This is an optimization exercise on Yosys and OpenROAD, whose aim is small area, not a production implementation. In this exercise RTL edits were held to simulation tests only and were not proved equivalent to the original. Power figures rest on the tool's default switching activity, not on a simulated workload.

the previous run:
==> flow/design.v (excerpt) <==
module mrw_2ror1w (
  input  wire                     clk,
  input  wire                     rst,
  input  wire                     rd0_en,
  input  wire  [6-1:0] rd0_addr,
  input  wire                     rd1_en,
  input  wire  [6-1:0] rd1_addr,
  input  wire                     wr_en,
  input  wire  [6-1:0] wr_addr,
  input  wire  [8-1:0]   wr_data,
  input  wire                     inj_en,
  input  wire  [3-1:0] inj_bank,
  input  wire  [4-1:0] inj_row,
  output logic                    rsp0_vld,
  output logic [8-1:0]   rsp0_data,
  output logic                    rsp0_serr,
  output logic                    rsp0_derr,
  output logic [7-1:0] rsp0_padr,
  output logic                    rsp1_vld,
  output logic [8-1:0]   rsp1_data,
  output logic                    rsp1_serr,
  output logic                    rsp1_derr,
  output logic [7-1:0] rsp1_padr,
  output logic                    ready
);
  localparam int NB = 4;
  localparam int NR = 12;
  localparam int W  = 8;
  logic                    pend_en;
  logic [3-1:0] pend_bank;
  logic [4-1:0] pend_row;
  logic                    vld0_q, vld1_q;
  logic [6-1:0] addr0_q, addr1_q;
  always_ff @(posedge clk) begin
    pend_en   <= inj_en && rst_n;
    pend_bank <= inj_bank;
    pend_row  <= inj_row;
    vld0_q    <= rd0_en;
    vld1_q    <= rd1_en;
    addr0_q   <= rd0_addr;
    addr1_q   <= rd1_addr;
    ready     <= rst_n;
  end
  logic [NR-1:0] wr_row_n, inj_row_n;
  logic [NB-1:0] wr_bank_n;
  logic [NB:0]   inj_bank_n;
  logic          rst_n;
  wr_select  u_wr_sel  (.en(wr_en), .addr(wr_addr), .row_n(wr_row_n), .bank_n(wr_bank_n));
  inj_select u_inj_sel (.en(pend_en), .bank(pend_bank), .row(pend_row),
                        .row_n(inj_row_n), .bank_n(inj_bank_n));
  g_inv      u_rst_n   (.a(rst), .y(rst_n));
  logic [NB-1:0][NR-1:0][W-1:0] word;
  logic [W-1:0][NB-1:0][NR-1:0] word_t;
  logic [NB:0][NR-1:0]          clr;
  ...
Size in the first run: ~1700 cells after synthesis, ~76 I/O pins, about 18000 um2 of cells after synthesis.
==> flow/config.mk <==
export PLATFORM = sky130hd
export DESIGN_NAME = mrw_2ror1w
export DESIGN_NICKNAME = mrw_2ror1w
export VERILOG_FILES = /design/flow/design.v
export SDC_FILE = /design/flow/constraint.sdc
export NUM_CORES = 4
export LEC_CHECK = 0
export CAP_MARGIN = 20
export CORE_MARGIN = 2
export CORE_UTILIZATION = 40
export CTS_BUF_LIST = sky130_fd_sc_hd__clkbuf_8
export CTS_CLUSTER_DIAMETER = 60
export CTS_CLUSTER_SIZE = 16
export SLEW_MARGIN = 20
export SYNTH_HIERARCHICAL = 1
==> flow/constraint.sdc <==
create_clock -name core_clock -period 6.0 [get_ports {clk}]
set_input_delay 1.2000 -clock core_clock [delete_from_list [all_inputs] [get_ports {clk}]]
set_output_delay 1.2000 -clock core_clock [all_outputs]
set_load 0.01 [all_outputs]
run.sh (not shown) runs the stock make flow with config.mk's settings and CLKGATE_MAP_FILE= SYNTH_SCRIPT=/design/flow/synth_recipe.tcl, a recipe that flattens the netlist after the stock synthesis.
The previous run: flow completed, timing, DRC and antenna clean
The following lists how the current run was set up differently from the previous run:
==> flow/flow/run.sh (new file) <==
#!/bin/bash
# The standard layout (the standard.sh, unchanged synthesis, floorplan, power grid and
# tap cells) with two changes:
#  - each input and output port gets a sky130_fd_sc_hd__buf_1 as its port buffer;
#  - clock tree synthesis uses clkbuf_8 with clusters of up to 16 flip-flops and no
#    dummy loads.
# Each tool's full output stays in the ORFS logs under orfs/logs; make's output is in
# flow_make.log.
set -euo pipefail
bash standard.sh \
  BUFFER_PORTS_ARGS="-buffer_cell sky130_fd_sc_hd__buf_1" \
  CTS_ARGS="-sink_clustering_enable -repair_clock_nets -buf_list sky130_fd_sc_hd__clkbuf_8 -sink_clustering_size 16 -sink_clustering_max_diameter 60 -dont_use_dummy_load" \
  finish > flow_make.log 2>&1
==> flow/standard.sh (new file) <==
#!/bin/bash
# synth_recipe.tcl (not shown) runs the flow's synth.tcl, then flattens the netlist and writes it again
# the make line also repeats each setting of config.mk as NAME=value (left out here)
make -C /OpenROAD-flow-scripts/flow DESIGN_CONFIG=/design/flow/config.mk WORK_HOME=/design/flow/orfs CLKGATE_MAP_FILE= SYNTH_SCRIPT=/design/flow/synth_recipe.tcl "${@:-finish}"
-- flow/config.mk --
<<< the previous run, line 10
export CORE_UTILIZATION = 40
export CTS_BUF_LIST = sky130_fd_sc_hd__clkbuf_8
export CTS_CLUSTER_DIAMETER = 60
export CTS_CLUSTER_SIZE = 16
export SLEW_MARGIN = 20
>>> the current run, line 10
export CORE_UTILIZATION = 40
export SLEW_MARGIN = 20
removed: flow/run.sh
==> comparison <==
The current run completed end to end with timing, DRC and antenna clean. Compared with the previous run, in the current run wire length of the first global-routing pass shows no meaningful change, core utilization lower, growth of design area from synthesis to finish fell 3.9 points, number of buffers created by CTS went down by about 7%. Share of power burned in combinational logic of the current run is on par with the previous run. Compared with the previous run, in the current run critical path depth dropped 1; cell count dropped about 1%. Relative to the previous run, the clock latency on the worst-skew pair of the current run is lower by 0.02 ns. In the tables for the current run and the previous run, register share of the cell area reads higher with the current run.

==> what the ideal ports hide <==
The results above use ideal ports. As a check the final layouts listed here were re-extracted and re-timed, cells and wires unchanged. Step 1 sets driving cells, clkbuf_16 on the clock port and buf_2 on the other inputs (assumed; they add their load-dependent delay and slew). Step 2 moves the port delays by t, midway between the first and last clock arrival at a register: inputs arrive t later, outputs are due t later. That takes back most of the time a late clock gives input paths. Three values: ideal, step 1, step 2; two values: the first two.
| run | shift t [ns] | slack for setup (ns) | hold WS [ns] | latest minus earliest clock arrival (ns) | worst register clock-pin slew, ns |
|---|---|---|---|---|---|
| the previous run | 0.700 | 0.278 / 0.224 / 0.924 | 0.486 / 0.486 / 0.486 | 0.057 / 0.057 | 0.11 / 0.11 |
| the current run | 0.690 | 0.881 / 0.827 / 1.517 | 0.485 / 0.485 / 0.485 | 0.052 / 0.052 | 0.11 / 0.11 |
After both steps every run listed still meets setup and hold.
